From an optimization exercise on the open Yosys and OpenROAD flow, aimed at small area; shortcuts taken in it are not production practice.
Only simulation tests tie the RTL to the original design; equivalence was not proved.
Power is estimated from default activity; no workload was simulated.

Design regfile_sb, start of the top module:
module regfile_sb #(
  parameter int XLEN  = 32,
  parameter int NREGS = 32,
  parameter int AW    = $clog2(NREGS)
) (
  input  logic             clk,
  input  logic             rst_n,
  input  logic [AW-1:0]    rs1_addr,
  input  logic [AW-1:0]    rs2_addr,
  output logic [XLEN-1:0]  rs1_data,
  output logic [XLEN-1:0]  rs2_data,
  output logic             rs1_busy,
  output logic             rs2_busy,
  input  logic             we0,
  input  logic [AW-1:0]    waddr0,
  input  logic [XLEN-1:0]  wdata0,
  input  logic             we1,
  input  logic [AW-1:0]    waddr1,
  input  logic [XLEN-1:0]  wdata1,
  input  logic             issue_en,
  input  logic [AW-1:0]    issue_rd,
  output logic             waw_hazard,
  output logic [NREGS-1:0] busy_vec
);
Size: ~3900 cells after synthesis, ~1100 flip-flops, roughly 190 I/O pins, roughly 46000 sq um of cells after synthesis.
clock: 7.0 ns
lec_check: 0
cap_margin: 20
cell_pad_in_sites_detail_placement: 1
cell_pad_in_sites_global_placement: 1
core_margin: 2
core_utilization: 42
setup_slack_margin: 0.3
slew_margin: 20
synth_hierarchical: 1
standard.sh (not shown) runs the stock make flow with config.mk's settings and CLKGATE_MAP_FILE= SYNTH_SCRIPT=/design/flow/synth_recipe.tcl, a recipe that flattens the netlist after the stock synthesis.
==> flow/flow/run.sh <==
#!/bin/bash
# Layout flow: the standard flow (standard.sh), with the standard synthesis
# run unchanged, and these layout-only changes for a smaller design:
#   - ports buffered with buf_1 instead of the default delay-cell buffer
#   - no large buffers (x8 and up), delay cells or x2/x4 XOR gates in design
#     repair (a buffer is smaller than an upsized XOR)
#   - clock tree from clkbuf_8 in 16-sink clusters, without dummy loads
# Each step's full output goes to its own log file here.
set -euo pipefail

bash standard.sh synth > flow_synth.log 2>&1

PLATFORM_DONT_USE="sky130_fd_sc_hd__probe_p_8 sky130_fd_sc_hd__probec_p_8
 sky130_fd_sc_hd__lpflow_bleeder_1 sky130_fd_sc_hd__lpflow_clkbufkapwr_1
 sky130_fd_sc_hd__lpflow_clkbufkapwr_16 sky130_fd_sc_hd__lpflow_clkbufkapwr_2
 sky130_fd_sc_hd__lpflow_clkbufkapwr_4 sky130_fd_sc_hd__lpflow_clkbufkapwr_8
 sky130_fd_sc_hd__lpflow_clkinvkapwr_1 sky130_fd_sc_hd__lpflow_clkinvkapwr_16
 sky130_fd_sc_hd__lpflow_clkinvkapwr_2 sky130_fd_sc_hd__lpflow_clkinvkapwr_4
 sky130_fd_sc_hd__lpflow_clkinvkapwr_8 sky130_fd_sc_hd__lpflow_decapkapwr_12
 sky130_fd_sc_hd__lpflow_decapkapwr_3 sky130_fd_sc_hd__lpflow_decapkapwr_4
 sky130_fd_sc_hd__lpflow_decapkapwr_6 sky130_fd_sc_hd__lpflow_decapkapwr_8
 sky130_fd_sc_hd__lpflow_inputiso0n_1 sky130_fd_sc_hd__lpflow_inputiso0p_1
 sky130_fd_sc_hd__lpflow_inputiso1n_1 sky130_fd_sc_hd__lpflow_inputiso1p_1
 sky130_fd_sc_hd__lpflow_inputisolatch_1 sky130_fd_sc_hd__lpflow_isobufsrc_1
 sky130_fd_sc_hd__lpflow_isobufsrc_16 sky130_fd_sc_hd__lpflow_isobufsrc_2
 sky130_fd_sc_hd__lpflow_isobufsrc_4 sky130_fd_sc_hd__lpflow_isobufsrc_8
 sky130_fd_sc_hd__lpflow_isobufsrckapwr_16 sky130_fd_sc_hd__lpflow_lsbuf_lh_hl_isowell_tap_1
 sky130_fd_sc_hd__lpflow_lsbuf_lh_hl_isowell_tap_2 sky130_fd_sc_hd__lpflow_lsbuf_lh_hl_isowell_tap_4
 sky130_fd_sc_hd__lpflow_lsbuf_lh_isowell_4 sky130_fd_sc_hd__lpflow_lsbuf_lh_isowell_tap_1
 sky130_fd_sc_hd__lpflow_lsbuf_lh_isowell_tap_2 sky130_fd_sc_hd__lpflow_lsbuf_lh_isowell_tap_4"
BIG_BUFS="sky130_fd_sc_hd__buf_8 sky130_fd_sc_hd__buf_12 sky130_fd_sc_hd__buf_16
 sky130_fd_sc_hd__bufbuf_8 sky130_fd_sc_hd__bufbuf_16 sky130_fd_sc_hd__clkbuf_16
 sky130_fd_sc_hd__clkdlybuf4s50_1 sky130_fd_sc_hd__clkdlybuf4s50_2
 sky130_fd_sc_hd__clkdlybuf4s25_1 sky130_fd_sc_hd__clkdlybuf4s25_2
 sky130_fd_sc_hd__clkdlybuf4s15_1 sky130_fd_sc_hd__clkdlybuf4s15_2
 sky130_fd_sc_hd__clkdlybuf4s18_1 sky130_fd_sc_hd__clkdlybuf4s18_2
 sky130_fd_sc_hd__xor2_2 sky130_fd_sc_hd__xor2_4 sky130_fd_sc_hd__xnor2_2 sky130_fd_sc_hd__xnor2_4"
DONT_USE=$(echo $PLATFORM_DONT_USE $BIG_BUFS)

export BUFFER_PORTS_ARGS="-buffer_cell sky130_fd_sc_hd__buf_1"
export CTS_ARGS="-sink_clustering_enable -repair_clock_nets -dont_use_dummy_load -buf_list sky130_fd_sc_hd__clkbuf_8 -sink_clustering_size 16 -sink_clustering_max_diameter 50"

bash standard.sh "DONT_USE_CELLS=$DONT_USE" finish > flow_layout.log 2>&1
==> next run, changes <==
CORE_UTILIZATION = 44   (was 42)
Effect: The changed run completed without violations. Area after synthesis is unchanged. Worst setup slack got worse by 0.019 ns. Hold slack improved by 0.0046 ns. Final cell count shrinks slightly. Clock power shrinks slightly. Sequential share of layout area grows by 0.13 points.

-- what the ideal ports hide --
The flow's constraints put no driver on any port. The routed layouts listed below were extracted and timed again, unchanged, in two steps.
Step 1 sets driving cells, clkbuf_16 on the clock port and buf_2 on the other inputs (assumed; they add their load-dependent delay and slew).
Step 2 also shifts input and output timing later by t, the mid clock arrival at the registers, as if the neighbouring blocks saw the same clock.
Three values: ideal, step 1, step 2; two values: the first two.
| run | t (ns) | slack for setup (ns) | hold WS [ns] | latest minus earliest clock arrival (ns) | slew at the worst register clock pin (ns) |
|---|---|---|---|---|---|
| the first run | 0.921 | 0.260 / 0.229 / 0.229 | 0.491 / 0.491 / 0.491 | 0.101 / 0.102 | 0.11 / 0.11 |
| the second run | 0.925 | 0.241 / 0.217 / 0.217 | 0.495 / 0.495 / 0.495 | 0.090 / 0.091 | 0.09 / 0.09 |
After both steps setup and hold are still met in every run listed. For the first run, which loses most, drivers alone change the setup slack by -0.031 ns; drivers and shift together by -0.031 ns.
